Background: an optimization exercise with open tools, aiming at small area, a short achievable clock period and few clock cycles per item. Do not read the settings as production practice.
Only simulation tests tie the RTL to the original design; equivalence was not proved.
Power is estimated from default activity; no workload was simulated.

== rev 12 ==
## linear_key_value_table
module linear_key_value_table
#(
  parameter int CAPACITY   = lkvt_pkg::CAPACITY_DEF,
  parameter int KEY_BITS   = lkvt_pkg::KEY_BITS_DEF,
  parameter int VALUE_BITS = lkvt_pkg::VALUE_BITS_DEF,
  localparam int IN_W  = ((KEY_BITS + VALUE_BITS + 7) / 8) * 8,
  localparam int RES_W = 1 + VALUE_BITS + lkvt_pkg::STATUS_W + lkvt_pkg::COUNT_OUT_W + 2,
  localparam int OUT_W = ((RES_W + 7) / 8) * 8
) (
  input  logic              clk_i,
  input  logic              rst_ni,
  input  logic              s_axis_tvalid,
  output logic              s_axis_tready,
  input  logic [IN_W-1:0]   s_axis_tdata,   
  input  logic [lkvt_pkg::KIND_W-1:0] s_axis_tuser,   
  output logic              m_axis_tvalid,
  input  logic              m_axis_tready,
  output logic [OUT_W-1:0]  m_axis_tdata    
);
  localparam int NR    = 4;                   
  localparam int RL    = CAPACITY / NR;       
  localparam int NP    = 2;                   
  localparam int NQ    = NR * RL;             
  localparam int NS    = NQ + NP;             
  localparam int CNT_W = $clog2(CAPACITY + 1);
  localparam logic [CNT_W-1:0] CAP_CNT = CNT_W'(CAPACITY);
  localparam int W     = KEY_BITS + VALUE_BITS;
  logic [NQ-1:0]         rvld_q;
  logic [W-1:0]          rdat_q [NQ];
  logic [NP-1:0]         pvld_q;
  logic [W-1:0]          pdat_q [NP];
  logic [CNT_W-1:0]      count_q;
  logic [NS-1:0]         svld;
  logic [W-1:0]          sdat [NS];
  always_comb begin
    for (int j = 0; j < NQ; j++) begin
      svld[j] = rvld_q[j];
      sdat[j] = rdat_q[j];
    end
    for (int d = 0; d < NP; d++) begin
      svld[NQ+d] = pvld_q[d];
      sdat[NQ+d] = pdat_q[d];
    end
  end
  logic [NR-1:0]         dsel_q;
  logic [NP-1:0]         psrc_q, pgo_q, ptgt;
  logic [W-1:0]          ddat;
  always_comb begin
    ddat = '0;
  ...
clock: 5.0 ns
lec_check: 0
cap_margin: 20
core_margin: 2
core_utilization: 45
cts_cluster_diameter: 80
cts_cluster_size: 25
place_density: 0.65
setup_slack_margin: 2.7
slew_margin: 20
run.sh (not shown) runs the stock make flow with config.mk's settings and CLKGATE_MAP_FILE= SYNTH_SCRIPT=/design/flow/synth_recipe.tcl, a recipe that flattens the netlist after the stock synthesis.
In summary, rev 12 completed successfully, with a layout that passed the timing, design-rule and antenna checks.
Testbench counts of rev 12, summed over its fixed seeds: cycles 12,172, items 12,000.
Here is what was changed in the inputs of rev 13 compared with rev 12.
- SETUP_SLACK_MARGIN now 2.6, was 2.7
Notes after the runs:
- In summary, rev 13 completed successfully, with a layout that passed the timing, design-rule and antenna checks.
- The run with more setup slack is rev 12; rev 13 has less.
- Across both runs, share of post-route cells with drive strength above 1 was lower for rev 13 than for rev 12.
- | sequential share of layout area | rev 13 vs rev 12 | 0.18 points higher |

Another version of the RTL of linear_key_value_table (not shown whole).
Size in the first run: about 4400 cells after synthesis, ~1800 flip-flops, roughly 100 I/O pins, ~55000 sq um of cells after synthesis.
==> flow/design.v (excerpt) <==
module linear_key_value_table
#(
  parameter int CAPACITY   = lkvt_pkg::CAPACITY_DEF,
  parameter int KEY_BITS   = lkvt_pkg::KEY_BITS_DEF,
  parameter int VALUE_BITS = lkvt_pkg::VALUE_BITS_DEF,
  localparam int IN_W  = ((KEY_BITS + VALUE_BITS + 7) / 8) * 8,
  localparam int RES_W = 1 + VALUE_BITS + lkvt_pkg::STATUS_W + lkvt_pkg::COUNT_OUT_W + 2,
  localparam int OUT_W = ((RES_W + 7) / 8) * 8
) (
  input  logic              clk_i,
  input  logic              rst_ni,
  input  logic              s_axis_tvalid,
  output logic              s_axis_tready,
  input  logic [IN_W-1:0]   s_axis_tdata,   
  input  logic [lkvt_pkg::KIND_W-1:0] s_axis_tuser,   
  output logic              m_axis_tvalid,
  input  logic              m_axis_tready,
  output logic [OUT_W-1:0]  m_axis_tdata    
);
  localparam int NR    = 4;                   
  localparam int RL    = CAPACITY / NR;       
  localparam int NP    = 2;                   
  localparam int NS    = NR * RL + NP;        
  localparam int CNT_W = $clog2(CAPACITY + 1);
  localparam logic [CNT_W-1:0] CAP_CNT = CNT_W'(CAPACITY);
  localparam int W     = KEY_BITS + VALUE_BITS;
  logic                          rdy_q, exec;
  logic [KEY_BITS-1:0]           key;
  logic [VALUE_BITS-1:0]         val;
  logic                          is_ins, is_del, is_lu;
  assign exec   = s_axis_tvalid && rdy_q;
  assign key    = s_axis_tdata[KEY_BITS-1:0];
  assign val    = s_axis_tdata[KEY_BITS+VALUE_BITS-1:KEY_BITS];
  assign is_ins = (s_axis_tuser == lkvt_pkg::KIND_INSERT);
  assign is_del = (s_axis_tuser == lkvt_pkg::KIND_DELETE);
  assign is_lu  = !is_ins && !is_del;
  assign s_axis_tready = rdy_q;
  logic [NR*RL-1:0]      rvld_q;
  logic [W-1:0]          rdat_q [NR*RL];
  logic [NP-1:0]         pvld_q;
  logic [W-1:0]          pdat_q [NP];
  logic [CNT_W-1:0]      count_q;
  logic [NS-1:0]         svld;
  ...
export LEC_CHECK = 0
export CAP_MARGIN = 20
export CORE_MARGIN = 2
export CORE_UTILIZATION = 60
export PLACE_DENSITY = 0.75
export SETUP_SLACK_MARGIN = 2.0
export SLEW_MARGIN = 20
create_clock -name core_clock -period 5.0 [get_ports {clk_i}]
Testbench counts at the start, summed over its fixed seeds: cycles 12,076, items 12,000.
Change:
--- a/flow/config.mk
+++ b/flow/config.mk
@@ -8,6 +8,6 @@
 export CAP_MARGIN = 20
 export CORE_MARGIN = 2
-export CORE_UTILIZATION = 60
-export PLACE_DENSITY = 0.75
+export CORE_UTILIZATION = 40
+export PLACE_DENSITY = 0.6
 export SETUP_SLACK_MARGIN = 2.0
 export SLEW_MARGIN = 20
What happened: The new run completed without violations. Clock-buffer cell count fell by 11. Worst setup slack degrades by 0.0082 ns. Hold slack degrades by 0.090 ns. Final cell count rose by 10%. Non-clock buffer count rose by 16. Die area rose by 49%. Routed wire length rose by 3.4%. Design area rose by 2.2%.
Change:
--- a/flow/config.mk
+++ b/flow/config.mk
@@ -10,4 +10,3 @@
 export CORE_UTILIZATION = 40
 export PLACE_DENSITY = 0.6
-export SETUP_SLACK_MARGIN = 2.0
 export SLEW_MARGIN = 20
Clock skew is lower by 0.0095 ns.
Design area is lower by a little under a tenth.
Global-route usage is lower by 2.3 points.
Clock-buffer cell count is higher by 25.
Critical path depth is lower by 1.
Sequential power is about the same.
Routed wire length is lower by roughly a tenth.
Clock power stays flat.

-- re-timing with driven ports --
No port has a modelled driver above. Below, the same layouts with a new extraction and two added sets of constraints.
Step 1 assumes that a clkbuf_16 drives the clock port and a buf_2 every other input.
Step 2 moves the port delays by t, midway between the first and last clock arrival at a register: inputs arrive t later, outputs are due t later. That takes back most of the time a late clock gives input paths.
a / b / c = ideal ports / drivers / drivers and shift; a / b = the first two.
run	shift t [ns]	slack for setup (ns)	clock arrival spread, ns	worst data-port slew with drivers (ns)	cell pins on the clock port's net
rev 12	0.772	2.555 / 2.498 / 2.012	0.046 / 0.046	0.05	1
rev 13	0.772	2.540 / 2.466 / 1.966	0.060 / 0.060	0.04	1
the first run of note 2	0.857	1.731 / 1.745 / 0.905	0.039 / 0.039	0.08	1
the second run of note 2	0.884	1.723 / 1.746 / 0.862	0.038 / 0.038	0.08	1
the third run of note 2	0.859	0.991 / 1.040 / 0.182	0.027 / 0.027	0.14	1
After both steps every run listed still meets setup and hold. For the second run of note 2, which loses most, drivers alone change the setup slack by +0.023 ns; drivers and shift together by -0.861 ns.
